Context: an optimization exercise on an open-source flow, tuned for small area, a short achievable clock period and few clock cycles per item. The choices shown serve that exercise and are no tape-out recipe.
The RTL was checked by simulation tests, not by an equivalence proof against the original design.

before:
==> flow/design.v (excerpt) <==
module rect_polar_converter (
  input  logic                                clk,
  input  logic                                rst_n,
  input  logic                                in_valid,
  output logic                                in_ready,
  input  logic [1:0]                          in_opcode,
  input  logic signed [rpc_pkg::CW-1:0]       in_operand_first,
  input  logic signed [rpc_pkg::CW-1:0]       in_operand_second,
  output logic                                out_valid,
  input  logic                                out_ready,
  output logic signed [rpc_pkg::CW-1:0]       out_x_out,
  output logic signed [rpc_pkg::CW-1:0]       out_y_out,
  output logic [rpc_pkg::CW-1:0]              out_magnitude,
  output logic signed [rpc_pkg::ANG_W-1:0]    out_angle_rad,
  output logic                                out_mode_error
);
  localparam int RING = 19;
  localparam int CNTW = 5;             
  localparam logic signed [ZW-1:0] AT0_Q30 = 33'sd843314856;
  logic               e_v;
  logic [1:0]         e_op;
  logic signed [15:0] e_a, e_b;
  ...
Size: ~22000 cells after synthesis, about 2500 flip-flops.
clock: 8.5 ns
lec_check: 0
abc_area: 1
cap_margin: 20
core_margin: 2
core_utilization: 55
setup_slack_margin: 5
slew_margin: 20
standard.sh (not shown) runs the stock make flow with config.mk's settings and CLKGATE_MAP_FILE= SYNTH_SCRIPT=/design/flow/synth_recipe.tcl, a recipe that flattens the netlist after the stock synthesis.
==> flow/flow/run.sh <==
#!/bin/bash
# The standard layout (the standard.sh, unchanged), run with ORFS's
# full/half-adder extraction turned off: with ADDER_MAP_FILE empty, ORFS's
# synthesis skips extract_fa and leaves all adder logic to abc, which maps
# the CORDIC adders to faster and smaller gates than the fa/ha cells. The
# synthesis script, its register mapping and every later step are the standard flow's.
set -euo pipefail
ADDER_MAP_FILE= bash standard.sh > standard.log 2>&1
before was carried through to the last stage, and its layout satisfied the timing, design-rule and antenna checks.
Testbench counts of before, summed over its fixed seeds: cycles 8,160, items 8,000.
Inputs modified between before and after:
==> flow/run.sh (new file) <==
#!/bin/bash
# synth_recipe.tcl (not shown) runs the flow's synth.tcl, then flattens the netlist and writes it again
# the make line also repeats each setting of config.mk as NAME=value (left out here)
make -C /OpenROAD-flow-scripts/flow DESIGN_CONFIG=/design/flow/config.mk WORK_HOME=/design/flow/orfs CLKGATE_MAP_FILE= SYNTH_SCRIPT=/design/flow/synth_recipe.tcl finish
removed: flow/flow/run.sh
removed: flow/standard.sh
Results
- The mux contribution to synthesized area of before and that of after are within noise of each other.
- Of the two values seen for largest family of logic cells by synthesized area, simple AND/OR/NAND/NOR gates was produced by before and adder cells by after.
- after completed every stage of the flow, and the final layout passed the timing, design-rule and antenna checks.
- For after, the critical-path cell with the highest stage delay was sky130_fd_sc_hd__fa_1, unlike before, where it was sky130_fd_sc_hd__clkdlybuf4s50_1.
- Against before, after reports a sequential share of layout area that is lower.
- Cmp before and after / growth of design area from synthesis to finish / higher: after
- Taking before as the reference, in after worst setup slack after placement down 0.96 ns; final core utilization picked up an extra 2.7 points.
- before → after: met1 routing resource usage after global routing went down 1.6 points, synthesized-area fraction occupied by xor and xnor cells saw a decrease.


Another version of the RTL of rect_polar_converter (not shown whole).
Size: about 110 I/O pins, about 150000 um2 of cells after synthesis.
clock: 8.5 ns
lec_check: 0
abc_area: 1
cap_margin: 20
core_margin: 2
core_utilization: 55
cts_buf_list: sky130_fd_sc_hd__clkbuf_8
setup_slack_margin: 5
slew_margin: 20
run.sh (not shown) runs the stock make flow with config.mk's settings and CLKGATE_MAP_FILE= SYNTH_SCRIPT=/design/flow/synth_recipe.tcl, a recipe that flattens the netlist after the stock synthesis.
Stock flow here: none of the scripts above is used.
The baseline finished with timing, DRC and antenna clean.
Testbench counts at the start, summed over its fixed seeds: cycles 8,168, items 8,000.
Next try:
--- a/flow/config.mk
+++ b/flow/config.mk
@@ -11,3 +11,2 @@
 export CORE_UTILIZATION = 55
-export CTS_BUF_LIST = sky130_fd_sc_hd__clkbuf_8
 export SETUP_SLACK_MARGIN = 5
What happened:
- clock-buffer cell count came out lower by 151
- area after synthesis stays the same
- register-to-register slack is about the same
- die area stays the same
- global-route usage stays flat


## rev 12
rect_polar_converter, a different RTL version from the one above (not shown whole).
For scale: roughly 22000 cells after synthesis, about 2600 flip-flops, roughly 110 I/O pins, roughly 0.15 sq mm of cells after synthesis.
export LEC_CHECK = 0
export ABC_AREA = 1
export CAP_MARGIN = 20
export CORE_MARGIN = 2
export CORE_UTILIZATION = 55
export SETUP_SLACK_MARGIN = 5
export SLEW_MARGIN = 20
create_clock -name core_clock -period 8.5 [get_ports {clk}]
standard.sh (not shown) runs the stock make flow with config.mk's settings and CLKGATE_MAP_FILE= SYNTH_SCRIPT=/design/flow/synth_recipe.tcl, a recipe that flattens the netlist after the stock synthesis.
==> flow/flow/run.sh <==
#!/bin/bash
# The standard layout (the standard.sh, unchanged), run with ORFS's
# full/half-adder extraction turned off: with ADDER_MAP_FILE empty, ORFS's
# synthesis skips extract_fa and leaves all adder logic to abc, which maps
# the CORDIC adders to faster and smaller gates than the fa/ha cells. The
# synthesis script, its register mapping and every later step are the standard flow's.
set -euo pipefail
ADDER_MAP_FILE= bash standard.sh > standard.log 2>&1
Rev 12: full flow OK, the timing, design-rule and antenna checks passed
Testbench counts of rev 12, summed over its fixed seeds: cycles 8,160, items 8,000.
The following lists how rev 13 was set up differently from rev 12:
==> flow/run.sh (new file) <==
#!/bin/bash
# synth_recipe.tcl (not shown) runs the flow's synth.tcl, then flattens the netlist and writes it again
# the make line also repeats each setting of config.mk as NAME=value (left out here)
make -C /OpenROAD-flow-scripts/flow DESIGN_CONFIG=/design/flow/config.mk WORK_HOME=/design/flow/orfs CLKGATE_MAP_FILE= SYNTH_SCRIPT=/design/flow/synth_recipe.tcl finish
removed: flow/flow/run.sh
removed: flow/standard.sh
Notes after the runs:
- On met1 track demand over resource, the higher figure sits with rev 12, not rev 13.
- Diff rev 12 and rev 13: count of clock buffers in the final design higher in rev 13
- Summary of rev 13 over rev 12: well tap count now smaller, count of placed standard cells including taps now smaller, cell area after placement now larger.
- Delta (rev 13 minus rev 12): post-route cell area increased about 3.7%, worst setup slack before clock tree synthesis moved down.
- Horizontal extent of the die for rev 13 is lower than for rev 12.

## afterwards: timing with drivers on the ports
The results above use ideal ports. As a check the final layouts listed here were re-extracted and re-timed, cells and wires unchanged. Step 1, drivers: a clkbuf_16 drives clk and a buf_2 each remaining input, both assumed. Step 2, shift: input delay + t, output delay - t, t = (earliest + latest rising clock arrival at the registers) / 2. This alone moves slack from input paths to output paths. Slacks: no drivers / after step 1 / after step 2; pairs: no drivers / after step 1.
run	shift t [ns]	slack for setup (ns)	worst setup path after step 2	slew at the worst register clock pin (ns)
before	0.985	5.061 / 4.957 / 4.728	input to register	0.07 / 0.07
after	0.985	4.785 / 4.785 / 4.588	input to register	0.07 / 0.07
the first run of note 2	1.191	5.011 / 4.911 / 4.524	input to register	0.07 / 0.07
the second run of note 2	1.015	5.025 / 4.959 / 4.495	input to register	0.07 / 0.07
rev 12	0.994	5.050 / 4.964 / 4.702	input to register	0.07 / 0.07
rev 13	0.992	5.006 / 4.983 / 4.128	input to register	0.07 / 0.07
After both steps every run listed still meets setup and hold. For rev 13, which loses most, drivers alone change the setup slack by -0.023 ns; drivers and shift together by -0.878 ns.
